What follows belongs to an exercise in optimizing a design on an open flow for small area; a production flow would make more cautious choices. Function was checked by simulation only, so behaviour that the tests miss may differ from the original. No activity file was given, so power comes from the tool's default toggle rates.

// reg_file_sb
module reg_file_sb
#(
  parameter int  XLEN  = rf_pkg::XLEN_DEF,
  parameter int  NREGS = rf_pkg::NREGS_DEF,
  parameter int  NRD   = 2,
  localparam int AW    = $clog2(NREGS)
) (
  input  logic                clk,
  input  logic                rst_n,
  input  logic [NRD*AW-1:0]   rs_addr,
  input  logic [NRD-1:0]      rs_used,
  output logic [NRD*XLEN-1:0] rs_data,
  output logic [NRD-1:0]      rs_busy,
  output logic                stall,
  input  logic                wr_en,
  input  logic [AW-1:0]       wr_addr,
  input  logic [XLEN-1:0]     wr_data,
  input  logic                iss_en,
  input  logic [AW-1:0]       iss_rd,
  input  logic                flush
);
export LEC_CHECK = 0
export CAP_MARGIN = 5
export CORE_MARGIN = 2
export CORE_UTILIZATION = 50
export SLEW_MARGIN = 5
export SYNTH_HIERARCHICAL = 1
create_clock -name core_clock -period 6.0 [get_ports {clk}]
standard.sh (not shown) runs the stock make flow with config.mk's settings and CLKGATE_MAP_FILE= SYNTH_SCRIPT=/design/flow/synth_recipe.tcl, a recipe that flattens the netlist after the stock synthesis.
==> flow/flow/run.sh <==
#!/bin/bash
# The standard ORFS layout (the standard.sh, its own synthesis unchanged)
# with two settings changed:
#  - the port buffers are the smallest buffer cell, not a delay buffer;
#  - clock tree: clkbuf_16 buffers, larger sink clusters, no dummy loads.
# Each tool's log stays under orfs/logs/; make's output goes to standard.log.
set -euo pipefail
bash standard.sh \
  BUFFER_PORTS_ARGS="-buffer_cell sky130_fd_sc_hd__buf_1" \
  CTS_ARGS="-sink_clustering_enable -repair_clock_nets -dont_use_dummy_load -buf_list sky130_fd_sc_hd__clkbuf_16 -sink_clustering_size 28 -sink_clustering_max_diameter 100" \
  finish > standard.log 2>&1
Change:
CAP_MARGIN = 0   (was 5)
PLACE_DENSITY = 0.72   (was default)
SLEW_MARGIN = 0   (was 5)
Effect: This time the run produced a layout that fails on max-capacitance violations, max-slew violations; total power shrinks by about 1.9%; clock skew does not change; setup slack gets better by 56 ps; maximum frequency goes up by about 1%; sequential share of layout area increases by 0.32 points; global-route usage decreases by 8.0 points; sequential cell count does not change; cell area drops by about 0.7%; wire length drops by about 18%; register-to-register slack stays flat; clock-buffer cell count went down by 1.
Change:
CAP_MARGIN = 5   (was 0)
PLACE_DENSITY = default   (was 0.72)
SETUP_SLACK_MARGIN = 0.1   (was default)
SLEW_MARGIN = 5   (was 0)
After rerunning: Now the flow went through all stages and came out clean. Non-clock buffer count came out higher by 17. First-iteration DRC count came out higher by 11%. Count of clock-buffer cells in the layout came out higher by 1. Area after synthesis is unchanged. Power came out higher by 1.9%. Via count came out higher by 4.8%. Wire length came out higher by 22%. Sequential share of layout area came out lower by 0.32 points. Die area stays the same.
Change:
CAP_MARGIN = 10   (was 5)
PLACE_DENSITY = 0.72   (was default)
SLEW_MARGIN = 10   (was 5)
=> Die area stays the same. Setup slack is worse by 140 ps. Power shrinks by 1.8%. Global-route usage falls by 8.0 points. Fmax came out lower by 2.3%. Combinational power came out lower by about 6%. Worst hold slack got worse by 3.7 ps. Sequential cell count stays the same. Cell area shrinks by 0.68%. Final cell count drops by 0.40%. Sequential power is lower by about 0.4%.

---

Another version of the RTL of reg_file_sb (not shown whole).
Size in the first run: ~3500 cells after synthesis, roughly 130 I/O pins, roughly 0.041 sq mm of cells after synthesis.
Settings: LEC_CHECK=0, CAP_MARGIN=10, CORE_MARGIN=2, CORE_UTILIZATION=50, PLACE_DENSITY=0.72, SLEW_MARGIN=10, SYNTH_HIERARCHICAL=1; clock period 6.0 ns.
Scripts as last shown in full above: flow/flow/run.sh
The first run finished with negative setup slack left.
Change:
Settings changed: CAP_MARGIN 10 to 5, PLACE_DENSITY 0.72 to not set, SLEW_MARGIN 10 to 5.
Result: Now the flow finished but fails on max-capacitance violations, max-slew violations, negative setup slack; cell area came out higher by 1.2%; die area does not change; routed wire length is higher by 18%; worst hold slack gains 0.0069 ns; count of clock-buffer cells in the layout stays the same; non-clock buffer count is higher by 69; synthesized cell count does not change; critical path depth drops by 2; fmax shrinks by about 2.3%; final cell count went up by 1.5%; setup slack is worse by 0.14 ns.

## afterwards: timing with drivers on the ports
The flow's constraints put no driver on any port. The routed layouts listed below were extracted and timed again, unchanged, in two steps. Step 1, drivers: a clkbuf_16 drives clk and a buf_2 each remaining input, both assumed. Step 2, shift: input delay + t, output delay - t, t = (earliest + latest rising clock arrival at the registers) / 2. This alone moves slack from input paths to output paths. Three values: ideal, step 1, step 2; two values: the first two.
run | t (ns) | setup WS [ns] | hold slack, ns
the first run of note 1 | 0.717 | 0.214 / 0.180 / 0.180 | 0.471 / 0.471 / 0.471
the second run of note 1 | 0.687 | 0.270 / 0.236 / 0.236 | 0.468 / 0.468 / 0.468
the third run of note 1 | 0.717 | 0.214 / 0.180 / 0.180 | 0.471 / 0.471 / 0.471
the fourth run of note 1 | 0.692 | 0.078 / 0.040 / 0.040 | 0.467 / 0.467 / 0.467
the first run of note 2 | 0.705 | -0.016 / -0.041 / -0.041 | 0.465 / 0.465 / 0.465
the second run of note 2 | 0.731 | -0.156 / -0.198 / -0.198 | 0.472 / 0.472 / 0.472
The setup slack of the second run of note 2, which loses most, moves by -0.042 ns with the drivers and by -0.042 ns with both steps.
